This design comes from an exercise in tuning for small area on the open sky130 flow, not from production work.
The RTL was checked by simulation tests, not by an equivalence proof against the original design.
Power is estimated from default activity; no workload was simulated.

v50:
Design dsi_pattern_top, start of the top module:
module dsi_pattern_top (
	input  logic               clk,
	input  logic               i_rst_n,
	output logic               o_lcd_en_vcc,
	output logic               o_lcd_en_vsp,
	output logic               o_lcd_en_vsn,
	output logic               o_lcd_reset,
	output logic               o_lp_en,
	output logic               o_hs_en,
	output dsi_pkg::dsi_word_t o_link_a,
	output dsi_pkg::dsi_word_t o_link_b
);
Size: roughly 610 cells after synthesis, roughly 140 I/O pins.
==> flow/config.mk <==
export PLATFORM = sky130hd
export DESIGN_NAME = dsi_pattern_top
export DESIGN_NICKNAME = dsi_pattern_top
export VERILOG_FILES = /design/flow/design.v
export SDC_FILE = /design/flow/constraint.sdc
export NUM_CORES = 4
export LEC_CHECK = 0
export ABC_AREA = 1
export CAP_MARGIN = 20
export CORE_MARGIN = 2
export CORE_UTILIZATION = 66
export SLEW_MARGIN = 20
==> flow/constraint.sdc <==
create_clock -name core_clock -period 16.0 [get_ports {clk}]
set_input_delay 3.2000 -clock core_clock [delete_from_list [all_inputs] [get_ports {clk}]]
set_output_delay 3.2000 -clock core_clock [all_outputs]
set_load 0.01 [all_outputs]
standard.sh (not shown) runs the stock make flow with config.mk's settings and CLKGATE_MAP_FILE= SYNTH_SCRIPT=/design/flow/synth_recipe.tcl, a recipe that flattens the netlist after the stock synthesis.
==> flow/flow/run.sh <==
#!/bin/bash
# Standard layout, with two changes:
#  - after the standard synthesis, its combinational logic is mapped again for
#    area (the flip-flops, their names and cell types are left as they are):
#    twenty ABC runs with different seeds, four at a time, the smallest result
#    is kept;
#  - the port buffers are the smallest buffer cell, not the one buffer_ports
#    picks by default.
# Each tool's output goes to a log of its own in the work folder.
set -euo pipefail
W=$(pwd)
R=$W/orfs/results/$FLOW_PLATFORM/dsi_pattern_top/base
LIB=$FLOW_HOME/platforms/$FLOW_PLATFORM/lib/sky130_fd_sc_hd__tt_025C_1v80.lib

bash standard.sh synth > "$W/log_1_synth.log" 2>&1
cp "$R/1_2_yosys.v" "$W/std_synth.v"

mkdir -p "$W/remap"
for s in $(seq 1 20); do
	sed -e "s/@S1@/$s/" -e "s/@S2@/$((s + 10))/" "$W/flow/remap.abc" > "$W/remap/remap_$s.abc"
	sed -e "s#@LIB@#$LIB#g" -e "s#@IN@#$W/std_synth.v#" -e "s#@OUT@#$W/remap/remapped_$s.v#" \
		-e "s#@TOP@#$FLOW_TOP#" -e "s#@ABC@#$W/remap/remap_$s.abc#" "$W/flow/remap.ys" > "$W/remap/remap_$s.ys"
	yosys -s "$W/remap/remap_$s.ys" > "$W/log_1_remap_$s.log" 2>&1 &
	if (( s % 4 == 0 )); then
		wait
	fi
done
wait
best=""
best_area=""
for s in $(seq 1 20); do
	a=$(grep "Chip area for module" "$W/log_1_remap_$s.log" | tail -1 | awk '{print $NF}')
	[[ -n "$a" && -f "$W/remap/remapped_$s.v" ]] || continue
	if [[ -z "$best" ]] || awk -v a="$a" -v b="$best_area" 'BEGIN { exit !(a < b) }'; then
		best=$s
		best_area=$a
	fi
done
[[ -n "$best" ]]
echo "remap: kept run $best, area $best_area" > "$W/log_1_remap_choice.log"
cp "$W/remap/remapped_$best.v" "$R/1_2_yosys.v"
rm -f "$R/1_synth.odb" "$R/1_synth.sdc"

BUFFER_PORTS_ARGS="-buffer_cell sky130_fd_sc_hd__buf_1" bash standard.sh finish > "$W/log_2_layout.log" 2>&1
Other scripts of this flow, unchanged in this note and not shown: flow/flow/remap.abc, flow/flow/remap.ys
v50 was carried through to the last stage, and its layout satisfied the timing, design-rule and antenna checks.
> inputs changed (v50 -> v30)
# v50
export LEC_CHECK = 0
export ABC_AREA = 1
export CAP_MARGIN = 20
export CORE_MARGIN = 2
export CORE_UTILIZATION = 66
export SLEW_MARGIN = 20
create_clock -name core_clock -period 16.0 [get_ports {clk}]
# v30
export LEC_CHECK = 0
export ABC_AREA = 1
export CAP_MARGIN = 20
export CORE_MARGIN = 2
export CORE_UTILIZATION = 60
export SLEW_MARGIN = 20
create_clock -name core_clock -period 16.0 [get_ports {clk}]
==> flow/flow/run.sh <==
#!/bin/bash
# Standard layout, with two changes:
#  - after the standard synthesis, its combinational logic is mapped again for
#    area (the flip-flops, their names and cell types are left as they are):
#    twelve ABC runs with different seeds, four at a time, the smallest result
#    is kept;
#  - the port buffers are the smallest buffer cell, not the one buffer_ports
#    picks by default.
# Each tool's output goes to a log of its own in the work folder.
set -euo pipefail
W=$(pwd)
R=$W/orfs/results/$FLOW_PLATFORM/dsi_pattern_top/base
LIB=$FLOW_HOME/platforms/$FLOW_PLATFORM/lib/sky130_fd_sc_hd__tt_025C_1v80.lib

bash standard.sh synth > "$W/log_1_synth.log" 2>&1
cp "$R/1_2_yosys.v" "$W/std_synth.v"

mkdir -p "$W/remap"
for s in 1 2 3 4 5 6 7 8 9 10 11 12; do
	sed -e "s/@S1@/$s/" -e "s/@S2@/$((s + 20))/" "$W/flow/remap.abc" > "$W/remap/remap_$s.abc"
	sed -e "s#@LIB@#$LIB#g" -e "s#@IN@#$W/std_synth.v#" -e "s#@OUT@#$W/remap/remapped_$s.v#" \
		-e "s#@TOP@#$FLOW_TOP#" -e "s#@ABC@#$W/remap/remap_$s.abc#" "$W/flow/remap.ys" > "$W/remap/remap_$s.ys"
	yosys -s "$W/remap/remap_$s.ys" > "$W/log_1_remap_$s.log" 2>&1 &
	if (( s % 4 == 0 )); then
		wait
	fi
done
wait
best=""
best_area=""
for s in 1 2 3 4 5 6 7 8 9 10 11 12; do
	a=$(grep "Chip area for module" "$W/log_1_remap_$s.log" | tail -1 | awk '{print $NF}')
	[[ -n "$a" && -f "$W/remap/remapped_$s.v" ]] || continue
	if [[ -z "$best" ]] || awk -v a="$a" -v b="$best_area" 'BEGIN { exit !(a < b) }'; then
		best=$s
		best_area=$a
	fi
done
[[ -n "$best" ]]
echo "remap: kept run $best, area $best_area" > "$W/log_1_remap_choice.log"
cp "$W/remap/remapped_$best.v" "$R/1_2_yosys.v"
rm -f "$R/1_synth.odb" "$R/1_synth.sdc"

BUFFER_PORTS_ARGS="-buffer_cell sky130_fd_sc_hd__buf_1" bash standard.sh finish > "$W/log_2_layout.log" 2>&1
## What came out
v30 vs. v50: global-route usage has decreased, area added between synthesis and finish has increased, cell area after layout has increased, net count reported at finish has increased, fmax has increased.
Comparing v30 and v50, the higher via-per-instance ratio is on v50.
Diff v30..v50 | number of cells on the worst hold path | unchanged
The inputs of v31 differ from those of v30 as listed below.
==> flow/flow/run.sh <==
#!/bin/bash
# Standard layout, with two changes:
#  - after the standard synthesis, its combinational logic is mapped again for
#    area (the flip-flops, their names and cell types are left as they are):
#    twenty ABC runs, four at a time: twelve of two optimisation rounds and
#    eight of three, each with its own seeds; the smallest result is kept;
#  - the port buffers are the smallest buffer cell, not the one buffer_ports
#    picks by default.
# Each tool's output goes to a log of its own in the work folder.
set -euo pipefail
W=$(pwd)
R=$W/orfs/results/$FLOW_PLATFORM/dsi_pattern_top/base
LIB=$FLOW_HOME/platforms/$FLOW_PLATFORM/lib/sky130_fd_sc_hd__tt_025C_1v80.lib

bash standard.sh synth > "$W/log_1_synth.log" 2>&1
cp "$R/1_2_yosys.v" "$W/std_synth.v"

mkdir -p "$W/remap"
for s in $(seq 1 20); do
	if (( s <= 12 )); then
		sed -e "s/@S1@/$s/" -e "s/@S2@/$((s + 10))/" "$W/flow/remap.abc" > "$W/remap/remap_$s.abc"
	else
		sed -e "s/@S1@/$((s + 20))/" -e "s/@S2@/$((s + 40))/" -e "s/@S3@/$((s + 60))/" "$W/flow/remap3.abc" > "$W/remap/remap_$s.abc"
	fi
	sed -e "s#@LIB@#$LIB#g" -e "s#@IN@#$W/std_synth.v#" -e "s#@OUT@#$W/remap/remapped_$s.v#" \
		-e "s#@TOP@#$FLOW_TOP#" -e "s#@ABC@#$W/remap/remap_$s.abc#" "$W/flow/remap.ys" > "$W/remap/remap_$s.ys"
	yosys -s "$W/remap/remap_$s.ys" > "$W/log_1_remap_$s.log" 2>&1 &
	if (( s % 4 == 0 )); then
		wait
	fi
done
wait
best=""
best_area=""
for s in $(seq 1 20); do
	a=$(grep "Chip area for module" "$W/log_1_remap_$s.log" | tail -1 | awk '{print $NF}')
	[[ -n "$a" && -f "$W/remap/remapped_$s.v" ]] || continue
	if [[ -z "$best" ]] || awk -v a="$a" -v b="$best_area" 'BEGIN { exit !(a < b) }'; then
		best=$s
		best_area=$a
	fi
done
[[ -n "$best" ]]
echo "remap: kept run $best, area $best_area" > "$W/log_1_remap_choice.log"
cp "$W/remap/remapped_$best.v" "$R/1_2_yosys.v"
rm -f "$R/1_synth.odb" "$R/1_synth.sdc"

BUFFER_PORTS_ARGS="-buffer_cell sky130_fd_sc_hd__buf_1" bash standard.sh finish > "$W/log_2_layout.log" 2>&1
==> flow/flow/remap3.abc (new file) <==
strash
&get -n
&deepsyn -T 40 -S @S1@
&put
dch
map -a
strash
&get -n
&deepsyn -T 40 -S @S2@
&put
dch
map -a
strash
&get -n
&deepsyn -T 40 -S @S3@
&put
dch
map -a
==> comparison <==
Diff v30 -> v31: cell depth of the worst flop-to-flop path went up, internal power consumption ~0 delta, clock-net power increased by about 4% relative to the old numbers.

-- what the ideal ports hide --
No port has a modelled driver above. Below, the same layouts with a new extraction and two added sets of constraints. Step 1 (the two cells are an assumption about what drives the block):
set clk [get_ports {clk}]
set_driving_cell -lib_cell sky130_fd_sc_hd__clkbuf_16 $clk
set_driving_cell -lib_cell sky130_fd_sc_hd__buf_2 [delete_from_list [all_inputs] $clk]
Step 2 times the ports against the registers' clock, not the clock port: input delays grow and output delays shrink by t, the midpoint of the rising clock arrivals with the driver on. Three values: no drivers, after step 1, after step 2; two values: the first two.
run | shift t [ns] | setup WS [ns] | latest minus earliest clock arrival (ns)
v50 | 0.290 | 8.253 / 8.228 / 8.518 | 0.003 / 0.003
v30 | 0.292 | 8.305 / 8.279 / 8.571 | 0.001 / 0.002
v31 | 0.300 | 7.789 / 7.761 / 8.061 | 0.004 / 0.004
After both steps setup and hold are still met in every run listed.
